This is an optimization exercise on Yosys and OpenROAD, whose aim is small area and a short achievable clock period, not a production implementation. Power and IR drop assume default switching activity.

oak:
==> flow/design.v (excerpt) <==
module pio_top (
  input  wire logic        clk,
  input  wire logic        rst_n,
  input  wire logic        en,
  input  wire logic [54:0] cfg,
  input  wire logic        prog_we,
  input  wire logic [4:0]  prog_addr,
  input  wire logic [15:0] prog_data,
  input  wire logic        tx_wr,
  input  wire logic [31:0] tx_data,
  output logic             tx_full,
  input  wire logic [31:0] gpio_in,
  output logic [31:0]      pins_out,
  output logic [31:0]      pin_dirs,
  output logic [4:0]       pc
);
==> module pio_sm, before the edit <==
module pio_sm (
  input  wire logic             clk,
  input  wire logic             rst_n,
  input  wire logic             en,
  input  wire logic             tick,
  input  wire pio_pkg::sm_cfg_t cfg,
  input  wire logic [14:0]       imem_rd,     
  output logic                   fetch_take,  
  input  wire logic [14:0]       imem_wenc,   
  input  wire logic              prog_we,
  input  wire pio_pkg::pc_t      prog_addr,
  output pio_pkg::pc_t           fetch_t,     
  output pio_pkg::pc_t           fetch_s,     
  input  wire pio_pkg::word_t   gpio_in,
  input  wire pio_pkg::word_t   fifo_data,
  input  wire logic             fifo_empty,
  output logic                  fifo_rd,
  output pio_pkg::pc_t          pc,
  output pio_pkg::word_t        pins_out,
  output pio_pkg::word_t        pin_dirs
);
  logic [1:0]     cls;
  logic [4:0]     dly;
  logic [2:0]     op1;
  logic [4:0]     op2;
  pio_pkg::word_t x_q;
  pio_pkg::word_t y_q;
  pio_pkg::word_t osr;
  logic [5:0]     cnt;        
  logic [4:0]     delay_cnt;
  logic [14:0]    ir;         
  assign {dly, cls, op1, op2} = ir;
  logic is_jmp, is_wait, is_out, is_pull, is_set;
  assign is_jmp  = (cls == 2'd0);
  assign is_out  = (cls == 2'd1);
  assign is_set  = (cls == 2'd2);
  assign is_wait = (cls == 2'd3) && op2[0];
  assign is_pull = (cls == 2'd3) && op2[1];
  logic go;     
  logic stall;
  logic exec;
  assign go    = en && tick && (delay_cnt == 5'd0);
  assign stall = (is_wait && (gpio_in[cfg.gpio_sel] != op1[2])) ||
                 (is_pull && op1[2] && op1[0] && fifo_empty);
  assign exec  = go && !stall;
  logic wr_data, to_pins, to_dirs, to_x, to_y, to_pc;
  assign wr_data = is_out || is_set;
  assign to_pins = wr_data && (op1 == 3'd0);
  assign to_dirs = wr_data && (op1 == 3'd4);
  assign to_x    = wr_data && (op1 == 3'd1);
  assign to_y    = wr_data && (op1 == 3'd2);
  assign to_pc   = is_out && (op1 == 3'd5);
  logic [31:0] nmask;
  logic [31:0] out_val;
  always_comb begin
    for (int i = 0; i < 32; i++) nmask[i] = (op2 == 5'd0) || (i[4:0] < op2);
  end
  assign out_val = osr & nmask;
  logic [4:0]  base;
  logic [5:0]  kw;
  logic [31:0] v;
  logic [31:0] rot;
  assign base = is_set ? cfg.set_base : cfg.out_base;
  assign kw   = is_set ? {3'b0, cfg.set_count}
                       : (cfg.out_count[5] ? 6'd32 : cfg.out_count);
  assign v    = is_set ? {27'b0, op2} : out_val;
  assign rot  = ({v, v} << base) >> 32;
  logic [5:0]  ew;
  logic [31:0] ge_base;
  logic [31:0] lt_ew;
  logic [31:0] wmask;
  assign ew = {1'b0, base} + kw;
  always_comb begin
    for (int p = 0; p < 32; p++) begin
      ge_base[p] = (p[4:0] >= base);
      lt_ew[p]   = (p[4:0] < ew[4:0]);
    end
  end
  assign wmask = ew[5] ? (ge_base | lt_ew) : (ge_base & lt_ew);
  logic [31:0] val;
  assign val = is_set ? {27'b0, op2} : out_val;
  logic       jump;
  logic [4:0] pc_seq;
  logic [4:0] pc_nxt;
  always_comb begin
    case (op1)
      3'd0:    jump = 1'b1;
      3'd1:    jump = (x_q == '0);
      3'd2:    jump = (x_q != '0);
      3'd3:    jump = (y_q == '0);
      3'd4:    jump = (y_q != '0);
      3'd5:    jump = (x_q != y_q);
      3'd6:    jump = gpio_in[cfg.jmp_pin];
      default: jump = !cnt[5];
    endcase
  end
  assign pc_seq = (pc == cfg.wrap_top) ? cfg.wrap_bottom : pc + 1'b1;
  logic       take;
  logic [4:0] tgt;
  assign tgt    = to_pc ? val[4:0] : op2;
  assign take   = to_pc || (is_jmp && jump);
  assign pc_nxt = take ? tgt : pc_seq;
  logic pull_ld;
  assign pull_ld = is_pull && op1[2] && (!fifo_empty || !op1[0]);
  assign fifo_rd = go && is_pull && op1[2] && !fifo_empty;
  logic [6:0] cnt_sum;
  assign cnt_sum = {1'b0, cnt} + {1'b0, (op2 == 5'd0), op2};
  always_ff @(posedge clk or negedge rst_n) begin
    if (!rst_n) begin
      delay_cnt <= '0;
    end else if (en && tick) begin
      if (delay_cnt != 5'd0) begin
        delay_cnt <= delay_cnt - 1'b1;
      end else if (!stall) begin
        delay_cnt <= dly;
      end
    end
  end
  always_ff @(posedge clk or negedge rst_n) begin
    if (!rst_n) begin
      pc <= '0;
    end else if (exec) begin
      pc <= pc_nxt;
    end
  end
  logic fresh;
  always_ff @(posedge clk or negedge rst_n) begin
    if (!rst_n) begin
      fresh <= 1'b1;
    end else begin
      fresh <= 1'b0;
    end
  end
  assign fetch_t = tgt;
  assign fetch_s = fresh ? 5'd0 : pc_seq;
  assign fetch_take = take && !fresh;
  always_ff @(posedge clk) begin
    if (exec || fresh) begin
      ir <= (prog_we && prog_addr == (fetch_take ? fetch_t : fetch_s)) ? imem_wenc : imem_rd;
    end else if (prog_we && prog_addr == pc) begin
      ir <= imem_wenc;
    end
  end
  always_ff @(posedge clk or negedge rst_n) begin
    if (!rst_n) begin
      x_q <= '0;
    end else if (go && to_x) begin
      x_q <= val;
    end else if (go && is_jmp && op1 == 3'd2) begin
      x_q <= x_q - 1'b1;
    end
  end
  always_ff @(posedge clk or negedge rst_n) begin
    if (!rst_n) begin
      y_q <= '0;
    end else if (go && to_y) begin
      y_q <= val;
    end else if (go && is_jmp && op1 == 3'd4) begin
      y_q <= y_q - 1'b1;
    end
  end
  always_ff @(posedge clk or negedge rst_n) begin
    if (!rst_n) begin
      osr <= '0;
    end else if (go && pull_ld) begin
      osr <= fifo_empty ? x_q : fifo_data;
    end else if (go && is_out) begin
      osr <= (op2 == 5'd0) ? 32'd0 : (osr >> op2);
    end
  end
  always_ff @(posedge clk or negedge rst_n) begin
    if (!rst_n) begin
      cnt <= 6'd32;
    end else if (go && pull_ld) begin
      cnt <= '0;
    end else if (go && is_out) begin
      cnt <= cnt_sum[6] || (cnt_sum[5] && cnt_sum[4:0] != 5'd0) ? 6'd32 : cnt_sum[5:0];
    end
  end
  always_ff @(posedge clk or negedge rst_n) begin
    if (!rst_n) begin
      pins_out <= '0;
      pin_dirs <= '0;
    end else begin
      for (int p = 0; p < 32; p++) begin
        if (go && to_pins && wmask[p]) pins_out[p] <= rot[p];
        if (go && to_dirs && wmask[p]) pin_dirs[p] <= rot[p];
      end
    end
  end
endmodule
make LEC_CHECK=0 CAP_MARGIN=20 CORE_MARGIN=2 CORE_UTILIZATION=40 PLACE_DENSITY=0.6 SETUP_SLACK_MARGIN=4.0 SLEW_MARGIN=20 finish   # period 8.0 ns
run.sh (not shown) runs the stock make flow with config.mk's settings and CLKGATE_MAP_FILE= SYNTH_SCRIPT=/design/flow/synth_recipe.tcl, a recipe that flattens the netlist after the stock synthesis.
Relative to oak, the following input files were edited for pine:
--- a/flow/design.v
+++ b/flow/design.v
@@ -177,6 +177,9 @@
   logic [4:0]     op2;
   pio_pkg::word_t x_q;
   pio_pkg::word_t y_q;
+  logic           x_zero;     
+  logic           y_zero;     
+  logic           x_ne_y;     
   pio_pkg::word_t osr;
   logic [5:0]     cnt;        
   logic [4:0]     delay_cnt;
@@ -237,11 +240,11 @@
   always_comb begin
     case (op1)
       3'd0:    jump = 1'b1;
-      3'd1:    jump = (x_q == '0);
-      3'd2:    jump = (x_q != '0);
-      3'd3:    jump = (y_q == '0);
-      3'd4:    jump = (y_q != '0);
-      3'd5:    jump = (x_q != y_q);
+      3'd1:    jump = x_zero;
+      3'd2:    jump = !x_zero;
+      3'd3:    jump = y_zero;
+      3'd4:    jump = !y_zero;
+      3'd5:    jump = x_ne_y;
       3'd6:    jump = gpio_in[cfg.jmp_pin];
       default: jump = !cnt[5];
     endcase
@@ -293,22 +296,29 @@
       ir <= imem_wenc;
     end
   end
-  always_ff @(posedge clk or negedge rst_n) begin
-    if (!rst_n) begin
-      x_q <= '0;
-    end else if (go && to_x) begin
-      x_q <= val;
-    end else if (go && is_jmp && op1 == 3'd2) begin
-      x_q <= x_q - 1'b1;
-    end
+  pio_pkg::word_t x_nxt;
+  pio_pkg::word_t y_nxt;
+  always_comb begin
+    x_nxt = x_q;
+    if (go && to_x) x_nxt = val;
+    else if (go && is_jmp && op1 == 3'd2) x_nxt = x_q - 1'b1;
+    y_nxt = y_q;
+    if (go && to_y) y_nxt = val;
+    else if (go && is_jmp && op1 == 3'd4) y_nxt = y_q - 1'b1;
   end
   always_ff @(posedge clk or negedge rst_n) begin
     if (!rst_n) begin
-      y_q <= '0;
-    end else if (go && to_y) begin
-      y_q <= val;
-    end else if (go && is_jmp && op1 == 3'd4) begin
-      y_q <= y_q - 1'b1;
+      x_q    <= '0;
+      y_q    <= '0;
+      x_zero <= 1'b1;
+      y_zero <= 1'b1;
+      x_ne_y <= 1'b0;
+    end else begin
+      x_q    <= x_nxt;
+      y_q    <= y_nxt;
+      x_zero <= (x_nxt == '0);
+      y_zero <= (y_nxt == '0);
+      x_ne_y <= (x_nxt != y_nxt);
     end
   end
   always_ff @(posedge clk or negedge rst_n) begin
==> run notes <==
pine -> oak: starting density of the core flat. For the total power draw, pine came in 3.5 mW lower than oak did. Compared with oak, pine shows a number of logic stages on the critical path including buffering that is 2 higher. Comparing final HPWL from detailed placement for pine and oak, the bigger number came from oak. ~same sequential cell area in the final layout in pine and oak. Summary of pine over oak: distinct cell type count after synthesis up 1; residual antenna-violating net count after detailed routing about even; via count higher; global-route usage -0.35 points; cell area after technology mapping went up about 0.8%.
Function was not checked in any run of this note: the RTL went through the layout flow alone.

---

Another version of the RTL of pio_top (not shown whole).
For scale: roughly 3,400 cells after synthesis, roughly 220 I/O pins, about 41,000 um^2 of cells after synthesis.
==> module pio_sm, before the edit <==
module pio_sm (
  input  wire logic             clk,
  input  wire logic             rst_n,
  input  wire logic             en,
  input  wire logic             tick,
  input  wire pio_pkg::sm_cfg_t cfg,
  input  wire logic [14:0]       imem_rd,     
  input  wire logic [14:0]       imem_wenc,   
  input  wire logic              prog_we,
  input  wire pio_pkg::pc_t      prog_addr,
  output pio_pkg::pc_t           fetch_addr,
  input  wire pio_pkg::word_t   gpio_in,
  input  wire pio_pkg::word_t   fifo_data,
  input  wire logic             fifo_empty,
  output logic                  fifo_rd,
  output pio_pkg::pc_t          pc,
  output pio_pkg::word_t        pins_out,
  output pio_pkg::word_t        pin_dirs
);
  logic [1:0]     cls;
  logic [4:0]     dly;
  logic [2:0]     op1;
  logic [4:0]     op2;
  pio_pkg::word_t x_q;
  pio_pkg::word_t y_q;
  pio_pkg::word_t osr;
  logic [5:0]     cnt;        
  logic [4:0]     delay_cnt;
  logic [14:0]    ir;         
  assign {dly, cls, op1, op2} = ir;
  logic is_jmp, is_wait, is_out, is_pull, is_set;
  assign is_jmp  = (cls == 2'd0);
  assign is_out  = (cls == 2'd1);
  assign is_set  = (cls == 2'd2);
  assign is_wait = (cls == 2'd3) && op2[0];
  assign is_pull = (cls == 2'd3) && op2[1];
  logic go;     
  logic stall;
  logic exec;
  assign go    = en && tick && (delay_cnt == 5'd0);
  assign stall = (is_wait && (gpio_in[cfg.gpio_sel] != op1[2])) ||
                 (is_pull && op1[2] && op1[0] && fifo_empty);
  assign exec  = go && !stall;
  logic wr_data, to_pins, to_dirs, to_x, to_y, to_pc;
  assign wr_data = is_out || is_set;
  assign to_pins = wr_data && (op1 == 3'd0);
  assign to_dirs = wr_data && (op1 == 3'd4);
  assign to_x    = wr_data && (op1 == 3'd1);
  assign to_y    = wr_data && (op1 == 3'd2);
  assign to_pc   = is_out && (op1 == 3'd5);
  logic [31:0] nmask;
  logic [31:0] out_val;
  always_comb begin
    for (int i = 0; i < 32; i++) nmask[i] = (op2 == 5'd0) || (i[4:0] < op2);
  end
  assign out_val = osr & nmask;
  logic [4:0]  base;
  logic [5:0]  kw;
  logic [31:0] v;
  logic [31:0] rot;
  assign base = is_set ? cfg.set_base : cfg.out_base;
  assign kw   = is_set ? {3'b0, cfg.set_count}
                       : (cfg.out_count[5] ? 6'd32 : cfg.out_count);
  assign v    = is_set ? {27'b0, op2} : out_val;
  assign rot  = ({v, v} << base) >> 32;
  logic [5:0]  ew;
  logic [31:0] ge_base;
  logic [31:0] lt_ew;
  logic [31:0] wmask;
  assign ew = {1'b0, base} + kw;
  always_comb begin
    for (int p = 0; p < 32; p++) begin
      ge_base[p] = (p[4:0] >= base);
      lt_ew[p]   = (p[4:0] < ew[4:0]);
    end
  end
  assign wmask = ew[5] ? (ge_base | lt_ew) : (ge_base & lt_ew);
  logic [31:0] val;
  assign val = is_set ? {27'b0, op2} : out_val;
  logic       jump;
  logic [4:0] pc_seq;
  logic [4:0] pc_nxt;
  always_comb begin
    case (op1)
      3'd0:    jump = 1'b1;
      3'd1:    jump = (x_q == '0);
      3'd2:    jump = (x_q != '0);
      3'd3:    jump = (y_q == '0);
      3'd4:    jump = (y_q != '0);
      3'd5:    jump = (x_q != y_q);
      3'd6:    jump = gpio_in[cfg.jmp_pin];
      default: jump = !cnt[5];
    endcase
  end
  assign pc_seq = (pc == cfg.wrap_top) ? cfg.wrap_bottom : pc + 1'b1;
  assign pc_nxt = to_pc ? val[4:0] : ((is_jmp && jump) ? op2 : pc_seq);
  logic pull_ld;
  assign pull_ld = is_pull && op1[2] && (!fifo_empty || !op1[0]);
  assign fifo_rd = go && is_pull && op1[2] && !fifo_empty;
  logic [6:0] cnt_sum;
  assign cnt_sum = {1'b0, cnt} + {1'b0, (op2 == 5'd0), op2};
  always_ff @(posedge clk or negedge rst_n) begin
    if (!rst_n) begin
      delay_cnt <= '0;
    end else if (en && tick) begin
      if (delay_cnt != 5'd0) begin
        delay_cnt <= delay_cnt - 1'b1;
      end else if (!stall) begin
        delay_cnt <= dly;
      end
    end
  end
  always_ff @(posedge clk or negedge rst_n) begin
    if (!rst_n) begin
      pc <= '0;
    end else if (exec) begin
      pc <= pc_nxt;
    end
  end
  logic fresh;
  always_ff @(posedge clk or negedge rst_n) begin
    if (!rst_n) begin
      fresh <= 1'b1;
    end else begin
      fresh <= 1'b0;
    end
  end
  assign fetch_addr = fresh ? 5'd0 : pc_nxt;
  always_ff @(posedge clk) begin
    if (exec || fresh) begin
      ir <= (prog_we && prog_addr == fetch_addr) ? imem_wenc : imem_rd;
    end else if (prog_we && prog_addr == pc) begin
      ir <= imem_wenc;
    end
  end
  always_ff @(posedge clk or negedge rst_n) begin
    if (!rst_n) begin
      x_q <= '0;
    end else if (go && to_x) begin
      x_q <= val;
    end else if (go && is_jmp && op1 == 3'd2) begin
      x_q <= x_q - 1'b1;
    end
  end
  always_ff @(posedge clk or negedge rst_n) begin
    if (!rst_n) begin
      y_q <= '0;
    end else if (go && to_y) begin
      y_q <= val;
    end else if (go && is_jmp && op1 == 3'd4) begin
      y_q <= y_q - 1'b1;
    end
  end
  always_ff @(posedge clk or negedge rst_n) begin
    if (!rst_n) begin
      osr <= '0;
    end else if (go && pull_ld) begin
      osr <= fifo_empty ? x_q : fifo_data;
    end else if (go && is_out) begin
      osr <= (op2 == 5'd0) ? 32'd0 : (osr >> op2);
    end
  end
  always_ff @(posedge clk or negedge rst_n) begin
    if (!rst_n) begin
      cnt <= 6'd32;
    end else if (go && pull_ld) begin
      cnt <= '0;
    end else if (go && is_out) begin
      cnt <= cnt_sum[6] || (cnt_sum[5] && cnt_sum[4:0] != 5'd0) ? 6'd32 : cnt_sum[5:0];
    end
  end
  always_ff @(posedge clk or negedge rst_n) begin
    if (!rst_n) begin
      pins_out <= '0;
      pin_dirs <= '0;
    end else begin
      for (int p = 0; p < 32; p++) begin
        if (go && to_pins && wmask[p]) pins_out[p] <= rot[p];
        if (go && to_dirs && wmask[p]) pin_dirs[p] <= rot[p];
      end
    end
  end
endmodule
clock: 8.0 ns
lec_check: 0
cap_margin: 20
core_margin: 2
core_utilization: 40
place_density: 0.6
setup_slack_margin: 4.0
slew_margin: 20
Change:
--- a/flow/design.v
+++ b/flow/design.v
@@ -259,26 +259,18 @@
     if (!rst_n) begin
       pc <= '0;
     end else if (exec) begin
       pc <= pc_nxt;
     end
   end
-  logic fresh;
-  always_ff @(posedge clk or negedge rst_n) begin
-    if (!rst_n) begin
-      fresh <= 1'b1;
-    end else begin
-      fresh <= 1'b0;
-    end
-  end
-  assign fetch_addr = fresh ? 5'd0 : pc_nxt;
+  assign fetch_addr = go ? pc_nxt : pc;
   always_ff @(posedge clk) begin
-    if (exec || fresh) begin
+    if (go && stall) begin
+      if (prog_we && prog_addr == pc) ir <= imem_wenc;
+    end else begin
       ir <= (prog_we && prog_addr == fetch_addr) ? imem_wenc : imem_rd;
-    end else if (prog_we && prog_addr == pc) begin
-      ir <= imem_wenc;
     end
   end
   always_ff @(posedge clk or negedge rst_n) begin
     if (!rst_n) begin
       x_q <= '0;
     end else if (go && to_x) begin
Outcome: The new run finished clean; utilization increases by 0.18 points; cell area went up by about 0.8%; hold slack improves by 0.014 ns; routed wire length is about the same; clock-buffer cell count increases by 7; register-to-register slack improved by 0.40 ns; total power shrinks by 11%; sequential power stays flat; non-clock buffer count grows by 4.
No functional check of the RTL was part of any run of this note.

## afterwards: timing with drivers on the ports
No port has a modelled driver above. Below, the same layouts with a new extraction and two added sets of constraints.
Step 1 (the two cells are an assumption about what drives the block):
set clk [get_ports {clk}]
set_driving_cell -lib_cell sky130_fd_sc_hd__clkbuf_16 $clk
set_driving_cell -lib_cell sky130_fd_sc_hd__buf_2 [delete_from_list [all_inputs] $clk]
Step 2, shift: input delay + t, output delay - t, t = (earliest + latest rising clock arrival at the registers) / 2. This alone moves slack from input paths to output paths.
Slacks: ideal / step 1 / step 2; pairs: ideal / step 1.
| run | t, ns | setup slack, ns | hold slack, ns |
|---|---|---|---|
| oak | 0.744 | 3.039 / 3.059 / 2.335 | 0.486 / 0.486 / 0.486 |
| pine | 0.715 | 3.255 / 3.196 / 2.481 | 0.491 / 0.491 / 0.491 |
| the first run of note 2 | 0.723 | 3.138 / 3.138 / 2.415 | 0.474 / 0.474 / 0.474 |
| the second run of note 2 | 0.728 | 3.552 / 3.569 / 2.846 | 0.489 / 0.489 / 0.489 |
After both steps every run listed still meets setup and hold. For pine, which loses most, drivers alone change the setup slack by -0.059 ns; drivers and shift together by -0.774 ns.
